This design comes from an exercise in tuning for small area on the open sky130 flow, not from production work. RTL that was checked went through simulation tests only; none was proved equivalent to the original. No activity file was given, so power comes from the tool's default toggle rates.

==> run K: inputs <==
// fft_peak_detect
module fft_peak_detect #(
    parameter int width   = 16,
    parameter int N_2     = 5,
    parameter int SKIP_DC = 1
) (
    input  logic                 clk,
    input  logic                 reset,
    input  logic                 in_valid,
    input  logic [2*width-1:0]   in_data,
    input  logic [2*width-1:0]   threshold,
    output logic                 busy,
    output logic                 result_valid,
    input  logic                 result_ack,
    output logic [N_2-1:0]       peak_idx,
    output logic [2*width-1:0]   peak_mag,
    output logic                 peak_found
);
    localparam int PW = 2 * width;
    logic [5:0]            r_pos;
    logic                  w_hold;
    logic [width-1:0]      w_re;
    logic [width-1:0]      w_im;
    logic [PW-1:0]         w_mag;
    logic [PW-1:0]         r_magn;      
    logic [PW-1:0]         w_cand;      
    logic                  r_vld;       
  ...
export LEC_CHECK = 0
export CAP_MARGIN = 0
export CORE_MARGIN = 2
export CORE_UTILIZATION = 75
export GPL_TIMING_DRIVEN = 0
export PLACE_DENSITY = 0.8
export SLEW_MARGIN = 0
export SYNTH_HIERARCHICAL = 1
create_clock -name core_clock -period 8.0 [get_ports {clk}]
standard.sh (not shown) runs the stock make flow with config.mk's settings and CLKGATE_MAP_FILE= SYNTH_SCRIPT=/design/flow/synth_recipe.tcl, a recipe that flattens the netlist after the stock synthesis.
==> flow/flow/run.sh <==
#!/bin/bash
set -e
export REMOVE_ABC_BUFFERS=1
export BUFFER_PORTS_ARGS="-buffer_cell sky130_fd_sc_hd__buf_1"
export CTS_ARGS="-sink_clustering_enable -repair_clock_nets -dont_use_dummy_load -root_buf sky130_fd_sc_hd__clkbuf_4 -buf_list sky130_fd_sc_hd__clkbuf_8 -sink_clustering_size 20"
bash standard.sh > standard.log 2>&1
==> inputs of run M, as changes to run K <==
--- a/flow/design.v
+++ b/flow/design.v
@@ -16,18 +16,17 @@
     output logic                 peak_found
 );
     localparam int PW = 2 * width;
     logic [5:0]            r_pos;
     logic                  w_hold;
     logic [width-1:0]      w_re;
     logic [width-1:0]      w_im;
     logic [PW-1:0]         w_mag;
-    logic [PW-1:0]         r_magn;      
-    logic [PW-1:0]         w_cand;      
+    logic [PW-1:0]         r_mag;       
     logic                  r_vld;       
     logic [3:0]            w_idx;       
     logic                  w_first;
     logic [PW:0]           w_gt;        
     logic                  w_upd;
     logic [PW-1:0]         r_max_mag;
     logic [3:0]            r_max_idx;
     logic                  w_sel;       
@@ -783,30 +782,29 @@
     assign m878 = t777 ^ g855;
     assign m879 = t779 ^ g837;
     assign m880 = t781 ^ g857;
     assign m881 = t783 ^ g829;
     assign m882 = t785 ^ g859;
     assign w_mag = {m882, m881, m880, m879, m878, m877, m876, m875, m874, m873, m872, m871, m870, m869, m868, m867, m866, m865, m864, m863, m862, m861, ~s741, ~s739, ~s737, ~s735, ~s733, ~s731, ~s729, ~s727, ~c726, ~s725};
     assign w_sel = in_valid && (r_pos[5:4] == 2'd0) && (r_pos[3:0] != 4'd0);
     always_ff @(posedge clk) begin
-        r_magn <= ~(w_sel ? w_mag : threshold);
+        r_mag <= w_sel ? w_mag : threshold;
         r_vld <= reset && w_sel;
     end
     assign w_idx   = r_pos[3:0] - 4'd1;
     assign w_first = (r_pos[3:0] == 4'd2);
-    assign w_cand  = ~r_magn;
     assign w_gt[0] = !r_vld;
     for (genvar i = 0; i < PW; i++) begin : g_cmp
-        assign w_gt[i+1] = (w_cand[i] & ~r_max_mag[i]) | ((w_cand[i] | ~r_max_mag[i]) & w_gt[i]);
+        assign w_gt[i+1] = (r_mag[i] & ~r_max_mag[i]) | ((r_mag[i] | ~r_max_mag[i]) & w_gt[i]);
     end
     assign w_upd = r_vld && (w_first || w_gt[PW]);
     always_ff @(posedge clk) begin
         if (w_upd) begin
-            r_max_mag <= w_cand;
+            r_max_mag <= r_mag;
             r_max_idx <= w_idx;
         end
     end
     assign peak_mag   = r_max_mag;
     assign peak_idx   = {1'b0, r_max_idx};
     assign peak_found = !w_gt[PW];
 endmodule
 module fpd_fa (
==> inputs of run X, as changes to run K <==
--- a/flow/design.v
+++ b/flow/design.v
@@ -16,26 +16,26 @@
     output logic                 peak_found
 );
     localparam int PW = 2 * width;
     logic [5:0]            r_pos;
     logic                  w_hold;
     logic [width-1:0]      w_re;
     logic [width-1:0]      w_im;
     logic [PW-1:0]         w_mag;
-    logic [PW-1:0]         r_magn;      
-    logic [PW-1:0]         w_cand;      
+    logic [PW-1:0]         r_mag;       
     logic                  r_vld;       
     logic [3:0]            w_idx;       
     logic                  w_first;
     logic [PW:0]           w_gt;        
     logic                  w_upd;
     logic [PW-1:0]         r_max_mag;
     logic [3:0]            r_max_idx;
     logic                  w_sel;       
+    logic                  r_found;
     assign w_hold = r_pos[5] & r_pos[1];
     always_ff @(posedge clk) begin
         if (!reset) begin
             r_pos <= '0;
         end else if (!r_pos[5]) begin
             r_pos <= r_pos + {5'd0, in_valid};
         end else if (!r_pos[1]) begin
             r_pos <= r_pos + 6'd1;
@@ -783,36 +783,36 @@
     assign m878 = t777 ^ g855;
     assign m879 = t779 ^ g837;
     assign m880 = t781 ^ g857;
     assign m881 = t783 ^ g829;
     assign m882 = t785 ^ g859;
     assign w_mag = {m882, m881, m880, m879, m878, m877, m876, m875, m874, m873, m872, m871, m870, m869, m868, m867, m866, m865, m864, m863, m862, m861, ~s741, ~s739, ~s737, ~s735, ~s733, ~s731, ~s729, ~s727, ~c726, ~s725};
     assign w_sel = in_valid && (r_pos[5:4] == 2'd0) && (r_pos[3:0] != 4'd0);
     always_ff @(posedge clk) begin
-        r_magn <= ~(w_sel ? w_mag : threshold);
+        r_mag <= w_sel ? w_mag : threshold;
         r_vld <= reset && w_sel;
     end
     assign w_idx   = r_pos[3:0] - 4'd1;
     assign w_first = (r_pos[3:0] == 4'd2);
-    assign w_cand  = ~r_magn;
     assign w_gt[0] = !r_vld;
     for (genvar i = 0; i < PW; i++) begin : g_cmp
-        assign w_gt[i+1] = (w_cand[i] & ~r_max_mag[i]) | ((w_cand[i] | ~r_max_mag[i]) & w_gt[i]);
+        assign w_gt[i+1] = (r_mag[i] & ~r_max_mag[i]) | ((r_mag[i] | ~r_max_mag[i]) & w_gt[i]);
     end
     assign w_upd = r_vld && (w_first || w_gt[PW]);
     always_ff @(posedge clk) begin
         if (w_upd) begin
-            r_max_mag <= w_cand;
+            r_max_mag <= r_mag;
             r_max_idx <= w_idx;
         end
+        r_found <= !w_gt[PW];
     end
     assign peak_mag   = r_max_mag;
     assign peak_idx   = {1'b0, r_max_idx};
-    assign peak_found = !w_gt[PW];
+    assign peak_found = r_found;
 endmodule
 module fpd_fa (
     input  logic a,
     input  logic b,
     input  logic c,
     output logic s,
     output logic co
 );
==> flow/flow/run.sh (replaced) <==
#!/bin/bash
set -e
export BUFFER_PORTS_ARGS="-buffer_cell sky130_fd_sc_hd__buf_1"
export CTS_ARGS="-sink_clustering_enable -repair_clock_nets -dont_use_dummy_load -buf_list sky130_fd_sc_hd__clkbuf_8 -sink_clustering_size 20"
bash standard.sh > standard.log 2>&1
==> flow/config.mk (replaced) <==
export PLATFORM = sky130hd
export DESIGN_NAME = fft_peak_detect
export DESIGN_NICKNAME = fft_peak_detect
export VERILOG_FILES = /design/flow/design.v
export SDC_FILE = /design/flow/constraint.sdc
export NUM_CORES = 4
export LEC_CHECK = 0
export CAP_MARGIN = 0
export CORE_MARGIN = 2
export CORE_UTILIZATION = 60
export GPL_TIMING_DRIVEN = 0
export SLEW_MARGIN = 0
export SYNTH_HIERARCHICAL = 1
==> qor summary <==
Status: run X timing/DRC/antenna clean; run K timing/DRC/antenna clean; run M timing/DRC/antenna clean
Worst setup timing slack at the placement stage: run X -217.5 ps; run K -852.7 ps; run M -146.7 ps
Worst supply voltage drop on vdd: run X 0.2254 mV; run K 0.2689 mV; run M 0.2442 mV
Routability congestion estimate: run X 0.9318; run K 0.9736; run M 0.9236
First-pass GRT wire length: run X 37420 µm; run K 37570 µm; run M 36230 µm
Minimum setup slack among reg-to-reg paths: run X 5390 ps; run K 4820 ps; run M 5420 ps
End point of the critical path: run X r_mag[30]$_DFF_P_; run K r_magn[31]$_DFF_P_; run M r_mag[30]$_DFF_P_
Critical Path Start: run X in_data[17]; run K in_data[19]; run M in_data[19]
Vias in the first global route: run X 7215; run K 7722; run M 7432
Largest stage delay, worst path: run X 590 ps; run K 570 ps; run M 590 ps
Post-synthesis share of cell area spent on full adders, half adders and majority gates: run X 0.4797; run K 0.4760; run M 0.4807
Switching power share of the total: run X 0.4798; run K 0.4981; run M 0.4929
Num Clock Sinks: run X 76; run K 75; run M 75
Combinational share of power: run X 0.799; run K 0.822; run M 0.818
Global-route track usage on met2: run X 0.4544; run K 0.5910; run M 0.5376
Synth Register Bits: run X 76; run K 75; run M 75
Share of the synthesized netlist area taken by xor and xnor gates: run X 0.04607; run K 0.04633; run M 0.04617
No functional check of the RTL was part of run K.

separate check: timing with driven ports:
How much do the figures lean on ideal ports? The routed layouts below were timed once more, with nothing changed but the port constraints.
Step 1: set_driving_cell puts a clkbuf_16 on clk and a buf_2 on each other input, an assumption about the parent block.
Step 2, shift: input delay + t, output delay - t, t = (earliest + latest rising clock arrival at the registers) / 2. This alone moves slack from input paths to output paths.
Slacks: ideal ports / drivers / drivers and shift; pairs: ideal ports / drivers.
run	t, ns	setup WS [ns]	worst setup path at the end
run K	0.415	0.329 / 0.318 / -0.098	input to register
run M	0.432	0.273 / 0.275 / -0.157	input to register
run X	0.375	0.313 / 0.323 / -0.052	input to register
Met with ideal ports but missed after step 2: setup timing in every run listed. For run M, which loses most, drivers alone change the setup slack by +0.002 ns; drivers and shift together by -0.430 ns.
